What follows belongs to an exercise in optimizing a design on an open flow for small area, a short achievable clock period and few clock cycles per item; a production flow would make more cautious choices.
Function was checked by simulation only, so behaviour that the tests miss may differ from the original.

## the previous run
==> module stateArray, before the edit <==
module stateArray (
  input  wire                    CLK,
  input  wire                    EN,
  input  wire                    start,
  input  wire                    busy,
  input  wire                    lastRound,
  input  wire aesPkg::aesBlock_t Din,
  input  wire aesPkg::aesBlock_t keyNext,    
  output aesPkg::aesBlock_t      Dout
);
  aesPkg::aesBlock_t stateQ;
  aesPkg::aesBlock_t subbed;
  aesPkg::aesBlock_t shifted;
  aesPkg::aesBlock_t mixed;
  aesPkg::aesBlock_t roundOut;
  function automatic aesPkg::aesWord_t mixDelta(input aesPkg::aesWord_t col);
    aesPkg::aesByte_t a [4];
    aesPkg::aesByte_t tot;
    aesPkg::aesWord_t res;
    for (int i = 0; i < 4; i++) begin
      a[i] = col[31-8*i -: 8];
    end
    tot = a[0] ^ a[1] ^ a[2] ^ a[3];
    for (int i = 0; i < 4; i++) begin
      res[31-8*i -: 8] = tot ^ aesPkg::xtime(a[i] ^ a[(i+1)%4]);  
    end
    mixDelta = res;
  endfunction
  assign Dout = stateQ;
  for (genvar i = 0; i < 16; i++) begin : g_sbox
    sboxUnit i_sbox (.in(stateQ[127-8*i -: 8]), .out(subbed[127-8*i -: 8]));
  end
  always_comb begin
    for (int c = 0; c < 4; c++) begin
      for (int r = 0; r < 4; r++) begin
        shifted[127-8*(4*c+r) -: 8] = subbed[127-8*(4*((c+r)%4)+r) -: 8];
      end
    end
  end
  always_comb begin
    for (int c = 0; c < 4; c++) begin
      mixed[127-32*c -: 32] = mixDelta(shifted[127-32*c -: 32]);
    end
  end
  assign roundOut = (busy ? (shifted ^ (lastRound ? 128'h0 : mixed)) : Din) ^ keyNext;
  always_ff @(posedge CLK) begin
    if (EN) begin
      if (busy || start) begin
        stateQ <= roundOut;
      end
    end
  end
endmodule
==> flow/config.mk <==
export PLATFORM = sky130hd
export DESIGN_NAME = aesCore
export DESIGN_NICKNAME = aesCore
export VERILOG_FILES = /design/flow/design.v
export SDC_FILE = /design/flow/constraint.sdc
export NUM_CORES = 4
export LEC_CHECK = 0
export CAP_MARGIN = 20
export CORE_MARGIN = 2
export CORE_UTILIZATION = 50
export PLACE_DENSITY = 0.7
export SETUP_SLACK_MARGIN = 0.6
export SLEW_MARGIN = 20
==> flow/constraint.sdc <==
create_clock -name core_clock -period 7.0 [get_ports {CLK}]
set_input_delay 1.4000 -clock core_clock [delete_from_list [all_inputs] [get_ports {CLK}]]
set_output_delay 1.4000 -clock core_clock [all_outputs]
set_load 0.01 [all_outputs]
standard.sh (not shown) runs the stock make flow with config.mk's settings and CLKGATE_MAP_FILE= SYNTH_SCRIPT=/design/flow/synth_recipe.tcl, a recipe that flattens the netlist after the stock synthesis.
==> flow/flow/run.sh <==
#!/bin/bash
# The standard layout, with synthesis mapped by flow/abc_map.script instead of ORFS's ABC script,
# and the port buffers made of sky130_fd_sc_hd__buf_1 cells.
set -euo pipefail
W=$(pwd)
export MY_ABC_SCRIPT="$W/flow/abc_map.script"
bash standard.sh SYNTH_SCRIPT="$W/flow/synth.tcl" synth > "$W/synth.log" 2>&1
bash standard.sh SYNTH_SCRIPT="$W/flow/synth.tcl" "BUFFER_PORTS_ARGS=-buffer_cell sky130_fd_sc_hd__buf_1" finish > "$W/layout.log" 2>&1
test -s "$W/out/final.def"
==> flow/flow/abc_map.script <==
strash
&get -n
&st
&dch
&nf -p -R 10
&put
topo
stime -c
==> flow/flow/synth.tcl <==
# synth_recipe.tcl with one change: the ABC mapping script is flow/abc_map.script
proc synth {args} { yosys synth -nofsm -noshare {*}$args }
proc abc {args} {
  set i [lsearch -exact $args -script]
  if { $i >= 0 } { lset args [expr {$i + 1}] $::env(MY_ABC_SCRIPT) }
  yosys abc {*}$args
}
source $::env(SCRIPTS_DIR)/synth.tcl
# left out here: clear keep_hierarchy, flatten, clean up, hide names made inside functions, write 1_2_yosys.v
Testbench counts of the previous run, summed over its fixed seeds: cycles 4,272, blocks 384.
Here is what was changed in the inputs of the current run compared with the previous run.
==> flow/design.v, changed modules only <==
module stateArray (
  input  wire                    CLK,
  input  wire                    EN,
  input  wire                    start,
  input  wire                    busy,
  input  wire                    lastRound,
  input  wire aesPkg::aesBlock_t Din,
  input  wire aesPkg::aesBlock_t keyNext,    
  output aesPkg::aesBlock_t      Dout
);
  aesPkg::aesBlock_t stateQ;
  aesPkg::aesBlock_t subbed;
  aesPkg::aesBlock_t shifted;
  aesPkg::aesBlock_t mixed;
  aesPkg::aesBlock_t roundOut;
  function automatic aesPkg::aesWord_t mixColumn(input aesPkg::aesWord_t col);
    aesPkg::aesByte_t a [4];
    aesPkg::aesByte_t tot;
    aesPkg::aesWord_t res;
    for (int i = 0; i < 4; i++) begin
      a[i] = col[31-8*i -: 8];
    end
    tot = a[0] ^ a[1] ^ a[2] ^ a[3];
    for (int i = 0; i < 4; i++) begin
      res[31-8*i -: 8] = a[i] ^ tot ^ aesPkg::xtime(a[i] ^ a[(i+1)%4]);  
    end
    mixColumn = res;
  endfunction
  assign Dout = stateQ;
  for (genvar i = 0; i < 16; i++) begin : g_sbox
    sboxUnit i_sbox (.in(stateQ[127-8*i -: 8]), .out(subbed[127-8*i -: 8]));
  end
  always_comb begin
    for (int c = 0; c < 4; c++) begin
      for (int r = 0; r < 4; r++) begin
        shifted[127-8*(4*c+r) -: 8] = subbed[127-8*(4*((c+r)%4)+r) -: 8];
      end
    end
  end
  always_comb begin
    for (int c = 0; c < 4; c++) begin
      mixed[127-32*c -: 32] = mixColumn(shifted[127-32*c -: 32]);
    end
  end
  assign roundOut = (busy ? (lastRound ? shifted : mixed) : Din) ^ keyNext;
  always_ff @(posedge CLK) begin
    if (EN) begin
      if (busy || start) begin
        stateQ <= roundOut;
      end
    end
  end
endmodule
[compare] base=the previous run new=the current run: synthesized area per cell went down by about 0.6%; length of routed met2 wiring went up by about 2.3%; synthesized cell count went up by 69.
Cmp the current run vs the previous run: fraction of synthesized cell area in xor and xnor cells lower in the current run
Compared to the previous run, the current run shows a wider setup margin.
Compared with the previous run, in the current run global-route met2 utilization has increased; first-pass GRT wire length climbed 5.8%; time the final worst path needs with I/O delays and setup down 0.11 ns.
Synthesis-to-finish area growth: the current run lower than the previous run
Testbench counts of the current run, summed over its fixed seeds: cycles 4,272, blocks 384.

* * *

Setup of old:
Starting RTL as in the previous note.
## aesCore
module aesCore (
  input  wire                CLK,
  input  wire                RSTn,
  input  wire                EN,
  input  wire                Drdy,
  input  wire                Krdy,
  input  wire aesPkg::aesBlock_t Din,
  input  wire aesPkg::aesBlock_t Kin,
  output aesPkg::aesBlock_t  Dout,
  output logic               Dvld,
  output logic               Kvld,
  output logic               BSY
);
clock: 7.0 ns
lec_check: 0
cap_margin: 20
core_margin: 2
core_utilization: 65
place_density: 0.8
setup_slack_margin: 0.6
slew_margin: 20
Scripts as last shown in full above: flow/flow/run.sh, flow/flow/abc_map.script, flow/flow/synth.tcl
Testbench counts of old, summed over its fixed seeds: cycles 4,272, blocks 384.
For new, these inputs were changed with respect to old:
--- a/flow/design.v
+++ b/flow/design.v
@@ -238,5 +238,5 @@
   aesPkg::aesBlock_t mixed;
   aesPkg::aesBlock_t roundOut;
-  function automatic aesPkg::aesWord_t mixDelta(input aesPkg::aesWord_t col);
+  function automatic aesPkg::aesWord_t mixColumn(input aesPkg::aesWord_t col);
     aesPkg::aesByte_t a [4];
     aesPkg::aesByte_t tot;
@@ -247,7 +247,7 @@
     tot = a[0] ^ a[1] ^ a[2] ^ a[3];
     for (int i = 0; i < 4; i++) begin
-      res[31-8*i -: 8] = tot ^ aesPkg::xtime(a[i] ^ a[(i+1)%4]);  
+      res[31-8*i -: 8] = a[i] ^ tot ^ aesPkg::xtime(a[i] ^ a[(i+1)%4]);  
     end
-    mixDelta = res;
+    mixColumn = res;
   endfunction
   assign Dout = stateQ;
@@ -264,8 +264,8 @@
   always_comb begin
     for (int c = 0; c < 4; c++) begin
-      mixed[127-32*c -: 32] = mixDelta(shifted[127-32*c -: 32]);
+      mixed[127-32*c -: 32] = mixColumn(shifted[127-32*c -: 32]);
     end
   end
-  assign roundOut = (busy ? (shifted ^ (lastRound ? 128'h0 : mixed)) : Din) ^ keyNext;
+  assign roundOut = (busy ? (lastRound ? shifted : mixed) : Din) ^ keyNext;
   always_ff @(posedge CLK) begin
     if (EN) begin
Notes after the runs:
- In summary, new completed successfully, with a layout that passed the timing, DRC and antenna checks.
- TritonCTS buffer count of new exceeds that of old by a few percent.
- When new is set beside old, its final design utilization turns out to be 2.4 points smaller.
- new ended with more vias after detailed routing than old.
- new vs. old: critical path buffer and inverter count lost 2; post-synthesis area per instance now sits lower; number of iterations in the first detailed-routing pass went up.
- Between old and new, the flow reports count of non-CTS buffers in the layout decreasing by more than 10%.
- Layout-stage area growth over the synthesis result (higher): old
- On register-to-register slack, new does better than old.
- The synthesized-area fraction occupied by xor and xnor cells of new is lower than that of old.
- Compared old against new; area share of fa/ha/maj cells after synthesis within noise.
Testbench counts of new, summed over its fixed seeds: cycles 4,272, blocks 384.

* * *

## birch
aesCore, a different RTL version from the one above (not shown whole).
Size in the first run: ~4200 cells after synthesis, roughly 390 I/O pins, about 0.042 mm2 of cells after synthesis.
==> module stateArray, before the edit <==
module stateArray (
  input  wire                    CLK,
  input  wire                    EN,
  input  wire                    start,
  input  wire                    busy,
  input  wire                    lastRound,
  input  wire aesPkg::aesBlock_t Din,
  input  wire aesPkg::aesBlock_t workKey,    
  input  wire aesPkg::aesBlock_t roundKey,   
  output aesPkg::aesBlock_t      Dout
);
  aesPkg::aesBlock_t stateQ;     
  aesPkg::aesBlock_t keyed;
  aesPkg::aesBlock_t subbed;
  aesPkg::aesBlock_t shifted;
  aesPkg::aesBlock_t mixed;
  aesPkg::aesBlock_t roundOut;
  function automatic aesPkg::aesWord_t mixDelta(input aesPkg::aesWord_t col);
    aesPkg::aesByte_t a [4];
    aesPkg::aesByte_t tot;
    aesPkg::aesWord_t res;
    for (int i = 0; i < 4; i++) begin
      a[i] = col[31-8*i -: 8];
    end
    tot = a[0] ^ a[1] ^ a[2] ^ a[3];
    for (int i = 0; i < 4; i++) begin
      res[31-8*i -: 8] = tot ^ aesPkg::xtime(a[i] ^ a[(i+1)%4]);  
    end
    mixDelta = res;
  endfunction
  assign Dout = stateQ;
  assign keyed = stateQ ^ workKey;  
  for (genvar i = 0; i < 16; i++) begin : g_sbox
    sboxUnit i_sbox (.in(keyed[127-8*i -: 8]), .out(subbed[127-8*i -: 8]));
  end
  always_comb begin
    for (int c = 0; c < 4; c++) begin
      for (int r = 0; r < 4; r++) begin
        shifted[127-8*(4*c+r) -: 8] = subbed[127-8*(4*((c+r)%4)+r) -: 8];
      end
    end
  end
  always_comb begin
    for (int c = 0; c < 4; c++) begin
      mixed[127-32*c -: 32] = mixDelta(shifted[127-32*c -: 32]);
    end
  end
  assign roundOut = shifted ^ (lastRound ? roundKey : mixed);
  always_ff @(posedge CLK) begin
    if (EN) begin
      if (busy) begin
        stateQ <= roundOut;
      end else if (start) begin
        stateQ <= Din;
      end
    end
  end
endmodule
==> module keyArray, before the edit <==
module keyArray (
  input  wire                    CLK,
  input  wire                    EN,
  input  wire                    keyLoad,
  input  wire                    busy,
  input  wire  [3:0]             roundCnt,
  input  wire aesPkg::aesBlock_t Kin,
  output aesPkg::aesBlock_t      workKey,      
  output aesPkg::aesBlock_t      roundKey      
);
  aesPkg::aesBlock_t cipherKey;
  aesPkg::aesWord_t  w [4];
  aesPkg::aesWord_t  subRot;
  aesPkg::aesWord_t  nw [4];
  always_comb begin
    for (int c = 0; c < 4; c++) begin
      w[c] = workKey[127-32*c -: 32];
    end
  end
  sboxUnit i_ks0 (.in(w[3][23:16]), .out(subRot[31:24]));
  sboxUnit i_ks1 (.in(w[3][15:8]),  .out(subRot[23:16]));
  sboxUnit i_ks2 (.in(w[3][7:0]),   .out(subRot[15:8]));
  sboxUnit i_ks3 (.in(w[3][31:24]), .out(subRot[7:0]));
  always_comb begin
    aesPkg::aesWord_t t;
    t     = subRot ^ {aesPkg::rconOf(roundCnt), 24'h0};
    nw[0] = w[0] ^ t;
    nw[1] = (w[0] ^ w[1]) ^ t;
    nw[2] = (w[0] ^ w[1] ^ w[2]) ^ t;
    nw[3] = (w[0] ^ w[1] ^ w[2] ^ w[3]) ^ t;
  end
  assign roundKey = {nw[0], nw[1], nw[2], nw[3]};
  always_ff @(posedge CLK) begin
    if (EN && keyLoad) begin
      cipherKey <= Kin;
    end
  end
  always_ff @(posedge CLK) begin
    if (!busy) begin
      workKey <= cipherKey;
    end else if (EN) begin
      workKey <= roundKey;
    end
  end
endmodule
==> module aesCore, before the edit <==
module aesCore (
  input  wire                CLK,
  input  wire                RSTn,
  input  wire                EN,
  input  wire                Drdy,
  input  wire                Krdy,
  input  wire aesPkg::aesBlock_t Din,
  input  wire aesPkg::aesBlock_t Kin,
  output aesPkg::aesBlock_t  Dout,
  output logic               Dvld,
  output logic               Kvld,
  output logic               BSY
);
  logic              keyLoad;
  logic              start;
  logic              lastRound;
  logic [3:0]        roundCnt;
  aesPkg::aesBlock_t workKey;
  aesPkg::aesBlock_t roundKey;
  aesControl i_aesControl (
    .CLK(CLK), .RSTn(RSTn), .EN(EN), .Drdy(Drdy), .Krdy(Krdy),
    .lastRound(lastRound), .keyLoad(keyLoad), .start(start),
    .Dvld(Dvld), .Kvld(Kvld), .BSY(BSY)
  );
  roundCounter i_roundCounter (
    .CLK(CLK), .EN(EN), .start(start), .busy(BSY),
    .roundCnt(roundCnt), .lastRound(lastRound)
  );
  keyArray i_keyArray (
    .CLK(CLK), .EN(EN), .keyLoad(keyLoad), .busy(BSY), .roundCnt(roundCnt),
    .Kin(Kin), .workKey(workKey), .roundKey(roundKey)
  );
  stateArray i_stateArray (
    .CLK(CLK), .EN(EN), .start(start), .busy(BSY), .lastRound(lastRound),
    .Din(Din), .workKey(workKey), .roundKey(roundKey), .Dout(Dout)
  );
endmodule
Settings: LEC_CHECK=0, CAP_MARGIN=20, CORE_MARGIN=2, CORE_UTILIZATION=50, PLACE_DENSITY=0.7, SLEW_MARGIN=20; clock period 7.0 ns.
Scripts as last shown in full above: flow/flow/run.sh, flow/flow/abc_map.script, flow/flow/synth.tcl
Testbench counts of birch, summed over its fixed seeds: cycles 4,272, blocks 384.
Here is what was changed in the inputs of oak compared with birch.
-- flow/design.v --
<<< birch, line 230
  input  wire                    lastRound,
  input  wire aesPkg::aesBlock_t Din,
  input  wire aesPkg::aesBlock_t workKey,    
  input  wire aesPkg::aesBlock_t roundKey,   
  output aesPkg::aesBlock_t      Dout
);
  aesPkg::aesBlock_t stateQ;     
  aesPkg::aesBlock_t keyed;
  aesPkg::aesBlock_t subbed;
  aesPkg::aesBlock_t shifted;
>>> oak, line 230
  input  wire                    lastRound,
  input  wire aesPkg::aesBlock_t Din,
  input  wire aesPkg::aesBlock_t cipherKey,
  input  wire aesPkg::aesBlock_t roundKey,
  output aesPkg::aesBlock_t      Dout
);
  aesPkg::aesBlock_t stateQ;
  aesPkg::aesBlock_t subbed;
  aesPkg::aesBlock_t shifted;
<<< birch, line 254
  endfunction
  assign Dout = stateQ;
  assign keyed = stateQ ^ workKey;  
  for (genvar i = 0; i < 16; i++) begin : g_sbox
    sboxUnit i_sbox (.in(keyed[127-8*i -: 8]), .out(subbed[127-8*i -: 8]));
  end
  always_comb begin
>>> oak, line 253
  endfunction
  assign Dout = stateQ;
  for (genvar i = 0; i < 16; i++) begin : g_sbox
    sboxUnit i_sbox (.in(stateQ[127-8*i -: 8]), .out(subbed[127-8*i -: 8]));
  end
  always_comb begin
<<< birch, line 270
    end
  end
  assign roundOut = shifted ^ (lastRound ? roundKey : mixed);
  always_ff @(posedge CLK) begin
    if (EN) begin
>>> oak, line 268
    end
  end
  assign roundOut = shifted ^ roundKey ^ (lastRound ? 128'h0 : mixed);
  always_ff @(posedge CLK) begin
    if (EN) begin
<<< birch, line 276
        stateQ <= roundOut;
      end else if (start) begin
        stateQ <= Din;
      end
    end
>>> oak, line 274
        stateQ <= roundOut;
      end else if (start) begin
        stateQ <= Din ^ cipherKey;  
      end
    end
<<< birch, line 291
  input  wire  [3:0]             roundCnt,
  input  wire aesPkg::aesBlock_t Kin,
  output aesPkg::aesBlock_t      workKey,      
  output aesPkg::aesBlock_t      roundKey      
);
  aesPkg::aesBlock_t cipherKey;
  aesPkg::aesWord_t  w [4];
  aesPkg::aesWord_t  subRot;
>>> oak, line 289
  input  wire  [3:0]             roundCnt,
  input  wire aesPkg::aesBlock_t Kin,
  output aesPkg::aesBlock_t      cipherKey,
  output aesPkg::aesBlock_t      roundKey      
);
  aesPkg::aesBlock_t workKey;   
  aesPkg::aesWord_t  w [4];
  aesPkg::aesWord_t  subRot;
<<< birch, line 349
  logic              lastRound;
  logic [3:0]        roundCnt;
  aesPkg::aesBlock_t workKey;
  aesPkg::aesBlock_t roundKey;
  aesControl i_aesControl (
>>> oak, line 347
  logic              lastRound;
  logic [3:0]        roundCnt;
  aesPkg::aesBlock_t cipherKey;
  aesPkg::aesBlock_t roundKey;
  aesControl i_aesControl (
<<< birch, line 362
  keyArray i_keyArray (
    .CLK(CLK), .EN(EN), .keyLoad(keyLoad), .busy(BSY), .roundCnt(roundCnt),
    .Kin(Kin), .workKey(workKey), .roundKey(roundKey)
  );
  stateArray i_stateArray (
    .CLK(CLK), .EN(EN), .start(start), .busy(BSY), .lastRound(lastRound),
    .Din(Din), .workKey(workKey), .roundKey(roundKey), .Dout(Dout)
  );
endmodule
>>> oak, line 360
  keyArray i_keyArray (
    .CLK(CLK), .EN(EN), .keyLoad(keyLoad), .busy(BSY), .roundCnt(roundCnt),
    .Kin(Kin), .cipherKey(cipherKey), .roundKey(roundKey)
  );
  stateArray i_stateArray (
    .CLK(CLK), .EN(EN), .start(start), .busy(BSY), .lastRound(lastRound),
    .Din(Din), .cipherKey(cipherKey), .roundKey(roundKey), .Dout(Dout)
  );
endmodule
==> results.txt <==
oak: total met2 wirelength after detailed routing is about 3% lower than what birch reported. Taking birch as the reference point, the proportion of synthesized area in mux cells of oak falls by 0.68 points. Compared with birch, oak shows per-cell routed wire length higher by about 1.1%. birch has lower number of multi-input combinational cells in the layout than oak. oak: initial core utilization 0.15 points below birch. Higher layout overhead on the synthesized area was reported by birch, not oak. In the final design statistics, oak uses fewer standard cells in total than birch. Measured against each other, oak and birch differ in total cell area at the placement stage, the lower figure coming from oak. Against birch, placeable core region in oak came out worse. Against birch, the final cell area of oak is lower.
Testbench counts of oak, summed over its fixed seeds: cycles 4,272, blocks 384.

==> what the ideal ports hide <==
The results above use ideal ports. As a check the final layouts listed here were re-extracted and re-timed, cells and wires unchanged.
Step 1: set_driving_cell puts a clkbuf_16 on CLK and a buf_2 on each other input, an assumption about the parent block.
Step 2, shift: input delay + t, output delay - t, t = (earliest + latest rising clock arrival at the registers) / 2. This alone moves slack from input paths to output paths.
Three values: ideal ports, drivers, drivers and shift; two values: the first two.
run	t (ns)	setup WS [ns]	worst slew at a driven data input, ns
the previous run	0.690	0.701 / 0.701 / 0.701	0.05
the current run	0.695	0.811 / 0.811 / 0.811	0.13
old	0.670	0.652 / 0.652 / 0.652	0.09
new	0.651	0.752 / 0.752 / 0.752	0.10
birch	0.692	0.235 / 0.235 / 0.235	0.05
oak	0.690	0.340 / 0.340 / 0.340	0.05
After both steps every run listed still meets setup and hold.
